Background: an optimization exercise with open tools, aiming at a short achievable clock period and few clock cycles. Do not read the settings as production practice. Only simulation tests tie the RTL to the original design; equivalence was not proved. No activity file was given, so power comes from the tool's default toggle rates.

==> design/flow/design.v <==
`default_nettype none
package procPkg;
    localparam int dataW = 16;
    localparam int regAddrW = 3;
    localparam int immW = 6;
    localparam int opcodeW = 4;
    localparam int opcodeLsb = 12;
    localparam int rdLsb = 9;
    localparam int rsLsb = 6;
    localparam int rtLsb = 3;
    localparam int immLsb = 0;
    localparam logic [opcodeW-1:0] opNop   = 4'd0;
    localparam logic [opcodeW-1:0] opAdd   = 4'd1;
    localparam logic [opcodeW-1:0] opSub   = 4'd2;
    localparam logic [opcodeW-1:0] opAnd   = 4'd3;
    localparam logic [opcodeW-1:0] opOr    = 4'd4;
    localparam logic [opcodeW-1:0] opXor   = 4'd5;
    localparam logic [opcodeW-1:0] opAddi  = 4'd6;
    localparam logic [opcodeW-1:0] opLd    = 4'd7;
    localparam logic [opcodeW-1:0] opSt    = 4'd8;
    localparam logic [opcodeW-1:0] opIn    = 4'd9;
    localparam logic [opcodeW-1:0] opOut   = 4'd10;
    localparam logic [opcodeW-1:0] opBeqz  = 4'd11;
    localparam logic [opcodeW-1:0] opJmp   = 4'd12;
    localparam logic idle = 1'b0;
    localparam logic running = 1'b1;
    localparam logic [dataW-1:0] nopInstr = '0;
endpackage
`default_nettype wire
`timescale 1ns/1ps
`default_nettype none
import procPkg::*;
module fetchStage #(
    parameter int imemAddrW = 6
) (
    input  logic                 clk,
    input  logic                 rstN,
    input  logic                 start,
    input  logic                 imemWe,
    input  logic [imemAddrW-1:0] imemAddr,
    input  logic [dataW-1:0]     imemData,
    input  logic                 stall,
    input  logic                 branchTaken,
    input  logic [imemAddrW-1:0] branchTarget,
    input  logic                 flushFd,
    output logic [dataW-1:0]     fdInstr,
    output logic [imemAddrW-1:0] fdPc
);
    logic [dataW-1:0] imem [0:2**imemAddrW-1];
    logic [imemAddrW-1:0] pc;
    logic runState;
    always_ff @(posedge clk) begin
        if (imemWe && runState == idle) begin
            imem[imemAddr] <= imemData;
        end
    end
    always_ff @(posedge clk) begin
        if (!rstN) begin
            runState <= idle;
            pc <= '0;
        end else if (runState == idle) begin
            if (start) begin
                runState <= running;
                pc <= '0;
            end
        end else if (branchTaken) begin
            pc <= branchTarget;
        end else if (!stall) begin
            pc <= pc + 1'b1;
        end
    end
    always_ff @(posedge clk) begin
        if (!rstN) begin
            fdInstr <= nopInstr;
        end else if (runState == idle || flushFd) begin
            fdInstr <= nopInstr;
        end else if (!stall) begin
            fdInstr <= imem[pc];
        end
    end
    always_ff @(posedge clk) begin
        if (!stall) begin
            fdPc <= pc;
        end
    end
endmodule
`default_nettype wire
`timescale 1ns/1ps
`default_nettype none
import procPkg::*;
module decodeStage #(
    parameter int imemAddrW = 6
) (
    input  logic                 clk,
    input  logic                 rstN,
    input  logic [dataW-1:0]     fdInstr,
    input  logic [imemAddrW-1:0] fdPc,
    input  logic                 stall,
    input  logic                 flushDe,
    input  logic [regAddrW-1:0]  mwRd,
    input  logic                 mwRegWrite,
    input  logic [dataW-1:0]     mwData,
    output logic [opcodeW-1:0]              deOpcode,
    output logic [regAddrW-1:0]  deRd,
    output logic [regAddrW-1:0]  deRs,
    output logic [regAddrW-1:0]  deRt,
    output logic [immW-1:0]      deImm,
    output logic [dataW-1:0]     deRsData,
    output logic [dataW-1:0]     deRtData,
    output logic [imemAddrW-1:0] dePc,
    output logic                 deIsLoad
);
    logic [dataW-1:0] regFile [0:2**regAddrW-1];
    logic [opcodeW-1:0] opcode;
    logic [regAddrW-1:0] rd;
    logic [regAddrW-1:0] rs;
    logic [regAddrW-1:0] rt;
    logic [immW-1:0] imm;
    logic [dataW-1:0] rsData;
    logic [dataW-1:0] rtData;
    logic isLoad;
    assign opcode = (fdInstr[opcodeLsb +: opcodeW]);
    assign rd = fdInstr[rdLsb +: regAddrW];
    assign rs = fdInstr[rsLsb +: regAddrW];
    assign rt = (fdInstr[opcodeLsb +: opcodeW] == opSt) ?
        fdInstr[rdLsb +: regAddrW] : fdInstr[rtLsb +: regAddrW];
    assign imm = fdInstr[immLsb +: immW];
    always_comb begin
        case (opcode)
            opLd:    isLoad = 1'b1;
            default: isLoad = 1'b0;
        endcase
    end
    always_ff @(posedge clk) begin
        if (mwRegWrite) begin
            regFile[mwRd] <= mwData;
        end
    end
    assign rsData = (mwRegWrite && mwRd == rs) ? mwData : regFile[rs];
    assign rtData = (mwRegWrite && mwRd == rt) ? mwData : regFile[rt];
    always_ff @(posedge clk) begin
        if (!rstN) begin
            deOpcode <= opNop;
            deIsLoad <= 1'b0;
        end else if (flushDe || stall) begin
            deOpcode <= opNop;
            deIsLoad <= 1'b0;
        end else begin
            deOpcode <= opcode;
            deIsLoad <= isLoad;
        end
    end
    always_ff @(posedge clk) begin
        deRd <= rd;
        deRs <= rs;
        deRt <= rt;
        deImm <= imm;
        deRsData <= rsData;
        deRtData <= rtData;
        dePc <= fdPc;
    end
endmodule
`default_nettype wire
`timescale 1ns/1ps
`default_nettype none
import procPkg::*;
module hazardUnit (
    input  logic [dataW-1:0]    fdInstr,
    input  logic                deIsLoad,
    input  logic [regAddrW-1:0] deRd,
    input  logic                branchTaken,
    output logic                stall,
    output logic                flushFd,
    output logic                flushDe
);
    logic [opcodeW-1:0] fdOp;
    logic [regAddrW-1:0] fdRs;
    logic [regAddrW-1:0] fdSrcB;
    logic readsRs;
    logic readsB;
    logic loadUse;
    assign fdOp = (fdInstr[opcodeLsb +: opcodeW]);
    assign fdRs = fdInstr[rsLsb +: regAddrW];
    assign fdSrcB = (fdInstr[opcodeLsb +: opcodeW] == opSt) ?
        fdInstr[rdLsb +: regAddrW] : fdInstr[rtLsb +: regAddrW];
    always_comb begin
        readsRs = 1'b0;
        readsB = 1'b0;
        case (fdOp)
            opAdd, opSub, opAnd, opOr, opXor, opSt: begin
                readsRs = 1'b1;
                readsB = 1'b1;
            end
            opAddi, opLd, opOut, opBeqz: begin
                readsRs = 1'b1;
            end
            default: begin
                readsRs = 1'b0;
            end
        endcase
    end
    assign loadUse = deIsLoad && ((readsRs && deRd == fdRs) || (readsB && deRd == fdSrcB));
    assign flushFd = branchTaken;
    assign flushDe = branchTaken;
    assign stall = loadUse && !branchTaken;
endmodule
`default_nettype wire
`timescale 1ns/1ps
`default_nettype none
import procPkg::*;
module executeStage #(
    parameter int imemAddrW = 6
) (
    input  logic                 clk,
    input  logic                 rstN,
    input  logic [opcodeW-1:0]              deOpcode,
    input  logic [regAddrW-1:0]  deRd,
    input  logic [regAddrW-1:0]  deRs,
    input  logic [regAddrW-1:0]  deRt,
    input  logic [immW-1:0]      deImm,
    input  logic [dataW-1:0]     deRsData,
    input  logic [dataW-1:0]     deRtData,
    input  logic [imemAddrW-1:0] dePc,
    input  logic [dataW-1:0]     inputPort,
    input  logic [regAddrW-1:0]  mwRd,
    input  logic                 mwRegWrite,
    input  logic [dataW-1:0]     mwData,
    output logic                 branchTaken,
    output logic [imemAddrW-1:0] branchTarget,
    output logic [dataW-1:0]     emAluResult,
    output logic [dataW-1:0]     emStoreData,
    output logic [regAddrW-1:0]  emRd,
    output logic                 emRegWrite,
    output logic                 emMemRead,
    output logic                 emMemWrite,
    output logic                 emIsOut
);
    logic [dataW-1:0] opA;
    logic [dataW-1:0] opB;
    logic [dataW-1:0] immExt;
    logic [dataW-1:0] aluResult;
    logic regWrite;
    logic memRead;
    logic memWrite;
    logic isOut;
    function automatic logic [dataW-1:0] forward(
        input logic [regAddrW-1:0] idx,
        input logic [dataW-1:0]    regVal
    );
        if (emRegWrite && emRd == idx) begin
            forward = emAluResult;
        end else if (mwRegWrite && mwRd == idx) begin
            forward = mwData;
        end else begin
            forward = regVal;
        end
    endfunction
    always_comb begin
        opA = forward(deRs, deRsData);
        opB = forward(deRt, deRtData);
    end
    assign immExt = {{(dataW-immW){deImm[immW-1]}}, deImm};
    always_comb begin
        aluResult = '0;
        regWrite = 1'b0;
        memRead = 1'b0;
        memWrite = 1'b0;
        isOut = 1'b0;
        branchTaken = 1'b0;
        case (deOpcode)
            opAdd: begin
                aluResult = opA + opB;
                regWrite = 1'b1;
            end
            opSub: begin
                aluResult = opA - opB;
                regWrite = 1'b1;
            end
            opAnd: begin
                aluResult = opA & opB;
                regWrite = 1'b1;
            end
            opOr: begin
                aluResult = opA | opB;
                regWrite = 1'b1;
            end
            opXor: begin
                aluResult = opA ^ opB;
                regWrite = 1'b1;
            end
            opAddi: begin
                aluResult = opA + immExt;
                regWrite = 1'b1;
            end
            opLd: begin
                aluResult = opA + immExt;
                regWrite = 1'b1;
                memRead = 1'b1;
            end
            opSt: begin
                aluResult = opA + immExt;
                memWrite = 1'b1;
            end
            opIn: begin
                aluResult = inputPort;
                regWrite = 1'b1;
            end
            opOut: begin
                aluResult = opA;
                isOut = 1'b1;
            end
            opBeqz: begin
                branchTaken = (opA == '0);
            end
            opJmp: begin
                branchTaken = 1'b1;
            end
            default: begin
                aluResult = '0;
            end
        endcase
    end
    assign branchTarget = dePc + imemAddrW'(1) + immExt[imemAddrW-1:0];
    always_ff @(posedge clk) begin
        if (!rstN) begin
            emRegWrite <= 1'b0;
            emMemRead <= 1'b0;
            emMemWrite <= 1'b0;
            emIsOut <= 1'b0;
        end else begin
            emRegWrite <= regWrite;
            emMemRead <= memRead;
            emMemWrite <= memWrite;
            emIsOut <= isOut;
        end
    end
    always_ff @(posedge clk) begin
        emAluResult <= aluResult;
        emStoreData <= opB;
        emRd <= deRd;
    end
endmodule
`default_nettype wire
`timescale 1ns/1ps
`default_nettype none
import procPkg::*;
module memoryStage #(
    parameter int dmemAddrW = 6
) (
    input  logic                clk,
    input  logic                rstN,
    input  logic [dataW-1:0]    emAluResult,
    input  logic [dataW-1:0]    emStoreData,
    input  logic [regAddrW-1:0] emRd,
    input  logic                emRegWrite,
    input  logic                emMemRead,
    input  logic                emMemWrite,
    input  logic                emIsOut,
    output logic [regAddrW-1:0] mwRd,
    output logic                mwRegWrite,
    output logic [dataW-1:0]    mwData,
    output logic [dataW-1:0]    outputPort,
    output logic                outValid
);
    logic [dataW-1:0] dmem [0:2**dmemAddrW-1];
    logic [dmemAddrW-1:0] addr;
    logic [dataW-1:0] result;
    assign addr = emAluResult[dmemAddrW-1:0];
    always_ff @(posedge clk) begin
        if (emMemWrite) begin
            dmem[addr] <= emStoreData;
        end
    end
    assign result = emMemRead ? dmem[addr] : emAluResult;
    always_ff @(posedge clk) begin
        if (!rstN) begin
            mwRegWrite <= 1'b0;
            outValid <= 1'b0;
        end else begin
            mwRegWrite <= emRegWrite;
            outValid <= emIsOut;
        end
    end
    always_ff @(posedge clk) begin
        mwRd <= emRd;
        mwData <= result;
        if (emIsOut) begin
            outputPort <= emAluResult;
        end
    end
endmodule
`default_nettype wire
`timescale 1ns/1ps
`default_nettype none
import procPkg::*;
module processor #(
    parameter int imemAddrW = 6,
    parameter int dmemAddrW = 6
) (
    input  logic                 clk,
    input  logic                 rstN,
    input  logic                 start,
    input  logic                 imemWe,
    input  logic [imemAddrW-1:0] imemAddr,
    input  logic [dataW-1:0]     imemData,
    input  logic [dataW-1:0]     inputPort,
    output logic [dataW-1:0]     outputPort,
    output logic                 outValid
);
    logic stall;
    logic flushFd;
    logic flushDe;
    logic branchTaken;
    logic [imemAddrW-1:0] branchTarget;
    logic [dataW-1:0] fdInstr;
    logic [imemAddrW-1:0] fdPc;
    logic [opcodeW-1:0] deOpcode;
    logic [regAddrW-1:0] deRd;
    logic [regAddrW-1:0] deRs;
    logic [regAddrW-1:0] deRt;
    logic [immW-1:0] deImm;
    logic [dataW-1:0] deRsData;
    logic [dataW-1:0] deRtData;
    logic [imemAddrW-1:0] dePc;
    logic deIsLoad;
    logic [dataW-1:0] emAluResult;
    logic [dataW-1:0] emStoreData;
    logic [regAddrW-1:0] emRd;
    logic emRegWrite;
    logic emMemRead;
    logic emMemWrite;
    logic emIsOut;
    logic [regAddrW-1:0] mwRd;
    logic mwRegWrite;
    logic [dataW-1:0] mwData;
    fetchStage #(
        .imemAddrW(imemAddrW)
    ) fetchStageInst (
        .clk(clk),
        .rstN(rstN),
        .start(start),
        .imemWe(imemWe),
        .imemAddr(imemAddr),
        .imemData(imemData),
        .stall(stall),
        .branchTaken(branchTaken),
        .branchTarget(branchTarget),
        .flushFd(flushFd),
        .fdInstr(fdInstr),
        .fdPc(fdPc)
    );
    decodeStage #(
        .imemAddrW(imemAddrW)
    ) decodeStageInst (
        .clk(clk),
        .rstN(rstN),
        .fdInstr(fdInstr),
        .fdPc(fdPc),
        .stall(stall),
        .flushDe(flushDe),
        .mwRd(mwRd),
        .mwRegWrite(mwRegWrite),
        .mwData(mwData),
        .deOpcode(deOpcode),
        .deRd(deRd),
        .deRs(deRs),
        .deRt(deRt),
        .deImm(deImm),
        .deRsData(deRsData),
        .deRtData(deRtData),
        .dePc(dePc),
        .deIsLoad(deIsLoad)
    );
    hazardUnit hazardUnitInst (
        .fdInstr(fdInstr),
        .deIsLoad(deIsLoad),
        .deRd(deRd),
        .branchTaken(branchTaken),
        .stall(stall),
        .flushFd(flushFd),
        .flushDe(flushDe)
    );
    executeStage #(
        .imemAddrW(imemAddrW)
    ) executeStageInst (
        .clk(clk),
        .rstN(rstN),
        .deOpcode(deOpcode),
        .deRd(deRd),
        .deRs(deRs),
        .deRt(deRt),
        .deImm(deImm),
        .deRsData(deRsData),
        .deRtData(deRtData),
        .dePc(dePc),
        .inputPort(inputPort),
        .mwRd(mwRd),
        .mwRegWrite(mwRegWrite),
        .mwData(mwData),
        .branchTaken(branchTaken),
        .branchTarget(branchTarget),
        .emAluResult(emAluResult),
        .emStoreData(emStoreData),
        .emRd(emRd),
        .emRegWrite(emRegWrite),
        .emMemRead(emMemRead),
        .emMemWrite(emMemWrite),
        .emIsOut(emIsOut)
    );
    memoryStage #(
        .dmemAddrW(dmemAddrW)
    ) memoryStageInst (
        .clk(clk),
        .rstN(rstN),
        .emAluResult(emAluResult),
        .emStoreData(emStoreData),
        .emRd(emRd),
        .emRegWrite(emRegWrite),
        .emMemRead(emMemRead),
        .emMemWrite(emMemWrite),
        .emIsOut(emIsOut),
        .mwRd(mwRd),
        .mwRegWrite(mwRegWrite),
        .mwData(mwData),
        .outputPort(outputPort),
        .outValid(outValid)
    );
endmodule
`default_nettype wire
==> design/flow/run.sh <==
#!/bin/bash
# synth_recipe.tcl (not shown) runs the flow's synth.tcl, then flattens the netlist and writes it again
# the make line also repeats each setting of config.mk as NAME=value (left out here)
make -C /OpenROAD-flow-scripts/flow DESIGN_CONFIG=/design/flow/config.mk WORK_HOME=/design/flow/orfs CLKGATE_MAP_FILE= SYNTH_SCRIPT=/design/flow/synth_recipe.tcl finish
==> design/flow/config.mk <==
export PLATFORM = sky130hd
export DESIGN_NAME = processor
export DESIGN_NICKNAME = processor
export VERILOG_FILES = /design/flow/design.v
export SDC_FILE = /design/flow/constraint.sdc
export NUM_CORES = 4
export LEC_CHECK = 0
export CAP_MARGIN = 20
export CORE_MARGIN = 2
export CORE_UTILIZATION = 40
export SLEW_MARGIN = 20
==> design/flow/constraint.sdc <==
create_clock -name core_clock -period 5.0 [get_ports {clk}]
set_input_delay 1.0000 -clock core_clock [delete_from_list [all_inputs] [get_ports {clk}]]
set_output_delay 1.0000 -clock core_clock [all_outputs]
set_load 0.01 [all_outputs]
==> metrics.md <==
| Metric | Value |
|---|---|
| Final Max Slew Viols | 0 |
| Synth warnings | 5 |
| Total power | 40.7 mW |
| Total clock sinks | 2307 |
| Worst setup path class | reg -> reg |
| Net switching fraction of the power | 22.4% |
| Cells traversed along the worst timing path | buf_4 > mux4_2 > mux2_2 > mux2i_1 > o21a_1 > inv_1 > nor4_2 > buf_4 > nand2_1 > nor2_2 > nand2_1 > xnor2_1 > o221ai_1 > ha_1 > nand3_2 > o31ai_4 > nor4_2 > o41a_1 > o21ai_2 > nand3_1 > a31oi_1 > o221ai_1 |
| Area enclosed by the die boundary | 227000 um2 |
| Number of I/O port buffers | 58 |
| Routability congestion estimate | 0.870 |
| Number of clock buffers inserted by TritonCTS | 228 |
| Min Clock Period, post-route | roughly 4.7 ns |
| Max clock buf depth | 3 |
| Number of instances in the synthesized netlist | about 4600 |
| Count of flip-flops with a built-in enable after synthesis | 2198 |
| Worst skew pair latency | ~0.87 ns |
| Leading cell type by number of instances after synthesis | sky130_fd_sc_hd__edfxtp_1 |
| CTS H-tree depth | 4 |
| Worst supply voltage drop on vdd | 0.000384 V |
| Leading area contributor after synthesis | sky130_fd_sc_hd__edfxtp_1 |
| Cell row count | 173 |
| Layout fillers | roughly 18000 |
| Commonest cells post-synth | sky130_fd_sc_hd__edfxtp_1, sky130_fd_sc_hd__mux4_2, sky130_fd_sc_hd__a22oi_1, sky130_fd_sc_hd__nor2_1, sky130_fd_sc_hd__clkbuf_1 |
| Post-route clock skew | 0.0904 ns |
| Clk slew on worst S/H paths | 0.06 ns |
| Via count of the first global-routing pass | between 40000 and 50000 |
| Setup-violating endpoint count in the final report | 0 |
| Post-route fraction of the period consumed by the critical path | 94.9% |
| Total power divided by cell area | 396 nW/um2 |
| Number of nets in the layout | 5028 |
| Number of distinct library cells after synthesis | 67 |
| Floorplan die height | 476 um |
| Cell with the largest stage delay on the worst path | sky130_fd_sc_hd__mux4_2 |
| NetSw | ~9.1 mW |
| TritonCTS clock tree | done |
| Detail Placement HPWL | 139 mm |
| Cell-internal power | ~32 mW |
| Final Hold Viols | 0 |
| Post-synth top area share | 74.0% |
| Rel. slew slack | approximately 22% |
| Post-route ant nets | 0 |
| Part of the Yosys area used for sequential elements | 76.5% |
| Total routing usage reported by global routing | between 20% and 30% |
| Cell area after synthesis | between 80000 and 90000 um2 |
| Stage delay of the slowest cell on the critical path | 0.49 ns |
| Post-route DRC | 0 |
| Global-route wire length before repair | ~340 mm |
| Number of nets produced by synthesis | ~4700 |
| Number of maximum-capacitance violations | 0 |
| CTS Hold Buffers Added | 0 |
| Leading cell types by total area after synthesis | sky130_fd_sc_hd__edfxtp_1, sky130_fd_sc_hd__mux4_2, sky130_fd_sc_hd__a22oi_1, sky130_fd_sc_hd__dfxtp_1, sky130_fd_sc_hd__nor2_1 |
| Detail-routed net length per standard cell | 29.0 um |
| Part of the power in combinational logic | 6.5% |
| Largest net degree at the start of global routing | between 60 and 70 |
| WL final | 234 mm |
| Sequential share of power | 52.9% |
| Kind of end point of the critical path | flip-flop |
| Final core utilization | 46.3% |
| Overflow left after global routing | 0 |
| Flip-flop and latch count after synthesis | 2307 |
| Top-level I/O count | 59 |
| Avg Cell Area, Syn | 19.5 um2 |
| Outcome | no timing/DRC/antenna violations |
| Req. time, crit path | 5.72 ns |
| Category of cells accounting for the largest share of critical-path delay | compound AO/OA/AOI/OAI gates |
| Length of the first detailed-routing pass in iterations | 5 |
| Highest net fanout along the worst path | 4 |
| Static Leakage | 31.8 nW |
| Initial core utilization | 40.2% |
| Worst EP arrival | 5.46 ns |
| Layout cells sized above 1 | 23.0% |
| Worst min-delay path class | reg -> reg |
| Cell at the root of the clock tree | sky130_fd_sc_hd__clkbuf_16 |
| Fmax | 211 MHz |
| Dominant synthesized flop cell | sky130_fd_sc_hd__edfxtp_1 |
| Number of antenna violations at the first check in global routing | 8 |
| Std-Cell Core Area | about 220000 um2 |
| Starting DRT DRC Count | 5883 |
| Number of vias per cell | between 5 and 6 |
| Synth async-reset ratio | 0% |
| Tightest Pin Transition | about 1.2 ns |
| Final hold slack | 0.338 ns |
| X dimension of the die | roughly 480 um |
| Startpoint types | flip-flop |
| Part of the total power dissipated in the clock network | 40.6% |
| Total number of vias | roughly 47000 |
| Layout-stage area growth over the synthesis result | 15.1% |
| Count of buffer and inverter cells on the critical path | 3 |
through the flow:
| stage | setup WS, ns | std cells | cell area [um2] | TNS, ns |
|---|---|---|---|---|
| finish | 0.255 | 8094 | 103000 | 0 |
| global route | -0.0207 | 8093 | 103000 | -0.0207 |
| CTS | 0.0481 | 8089 | 103000 | 0 |
| detailed placement | -0.0943 | 7670 | 95300 | -0.177 |
| global placement | -0.103 | 7669 | 95300 | -0.165 |
| floorplan | 0.0357 | 4578 | 89200 | 0 |
cells in the final DEF (no fill, tap or decap), types with 15 or more instances in the layout:
master	instances
sky130_fd_sc_hd__mux4_2	400
sky130_fd_sc_hd__nand3_1	21
sky130_fd_sc_hd__buf_12	24
sky130_fd_sc_hd__xnor2_1	33
sky130_fd_sc_hd__ha_1	56
sky130_fd_sc_hd__a221oi_1	79
sky130_fd_sc_hd__bufinv_16	16
sky130_fd_sc_hd__o21ai_0	47
sky130_fd_sc_hd__clkbuf_1	45
sky130_fd_sc_hd__mux2i_1	48
sky130_fd_sc_hd__nand2_1	90
sky130_fd_sc_hd__a41oi_1	45
sky130_fd_sc_hd__o221ai_1	30
sky130_fd_sc_hd__a21oi_1	59
sky130_fd_sc_hd__xor2_1	15
sky130_fd_sc_hd__nor4_1	23
sky130_fd_sc_hd__inv_1	45
sky130_fd_sc_hd__nor2_2	24
sky130_fd_sc_hd__nand4_1	32
sky130_fd_sc_hd__clkinv_2	42
sky130_fd_sc_hd__edfxtp_1	2198
sky130_fd_sc_hd__dfxtp_2	17
sky130_fd_sc_hd__a22oi_1	375
sky130_fd_sc_hd__clkinv_1	64
sky130_fd_sc_hd__clkbuf_16	229
sky130_fd_sc_hd__nor2_1	209
sky130_fd_sc_hd__dfxtp_1	86
sky130_fd_sc_hd__a22o_1	66
sky130_fd_sc_hd__buf_4	329
sky130_fd_sc_hd__nor3_1	20
sky130_fd_sc_hd__mux2_2	25
sky130_fd_sc_hd__clkdlybuf4s50_1	42
sky130_fd_sc_hd__a31oi_1	66
final timing paths:
path	startpoint	endpoint	slack (ns)	cells past startpoint
setup / recovery	decodeStageInst.deRt[0]	executeStageInst.emAluResult[15]	0.25	22
hold / removal	executeStageInst.emRd[2]	memoryStageInst.mwRd[2]	0.34	0
setup reg to reg	decodeStageInst.deRt[0]	executeStageInst.emAluResult[15]	0.25	22
hold reg to reg	executeStageInst.emRd[2]	memoryStageInst.mwRd[2]	0.34	0
repair_timing:
item | CTS | global route
resized for setup | 2 | 17
setup endpoints to repair | 2 | 4
setup buffers | 0 | 3
pin swaps | 0 | 4
power groups by stage:
stage,combinational [mW],clock [mW],sequential [mW]
6_report,2.63,16.5,21.5
3_3_place_gp,2.56,0,21.9
3_5_place_dp,2.59,0,21.9
2_1_floorplan,1.28,0,22.0
4_1_cts,2.61,16.8,21.5
5_1_grt,2.79,17.6,21.5
state kept, by name (all words and copies together), names as in the netlist, 4 cells and up:
register,flops
fetchStageInst.imem,1024
memoryStageInst.dmem,1024
decodeStageInst.regFile,128
executeStageInst.emAluResult,16
executeStageInst.emStoreData,16
fetchStageInst.fdInstr,16
memoryStageInst.mwData,16
memoryStageInst.outputPort,16
decodeStageInst.deImm,6
decodeStageInst.dePc,6
fetchStageInst.fdPc,6
fetchStageInst.pc,6
decodeStageInst.deOpcode,4
kinds of logic after synthesis:
logic type | share of synthesized area [%]
buffers and inverters | 1.46
DFF | 76.5
adders and majority gates | 0.831
AOI/OAI and AO/OA | 6.96
muxes | 11.0
xor gates and xnor gates | 0.472
and+or+nand+nor | 2.83
cell type report:
cell class	count	area [um2]	area share (%)
Antenna cell	2	5.00	0.00488
Clock buffer	278	5950	5.80
Clock inverter	141	1280	1.25
Inverter	45	169	0.165
Multi-Input combinational cell	1942	19900	19.3
Sequential cell	2307	68200	66.5
Tap cell	2975	3720	3.63
Timing Repair Buffer	404	3430	3.35
routing by layer:
metal	track usage (%)	share of wire, %	vias to the layer above	wire [um]
met1	29.3	42	24800	98800
met5	0	0.0055	-	13
met4	6.19	2.9	2	6910
met3	3.44	7.6	326	17700
li1	-	-	19900	-
met2	32.3	47	1996	111000
Testbench counts, summed over its fixed seeds: cycles 744,870.

## afterwards: timing with drivers on the ports
The results above use ideal ports. As a check the final layout listed here was re-extracted and re-timed, cells and wires unchanged. Step 1, drivers: a clkbuf_16 drives clk and a buf_2 each remaining input, both assumed. Step 2 times the ports against the registers' clock, not the clock port: input delays grow and output delays shrink by t, the midpoint of the rising clock arrivals with the driver on. Three values: ideal, step 1, step 2; two values: the first two.
shift t [ns]: 0.910
setup WS [ns]: 0.255 / 0.255 / 0.255
latest minus earliest clock arrival (ns): 0.094 / 0.093
After both steps setup and hold are still met in this run. For this run, drivers alone change the setup slack by 0.000 ns; drivers and shift together by 0.000 ns.
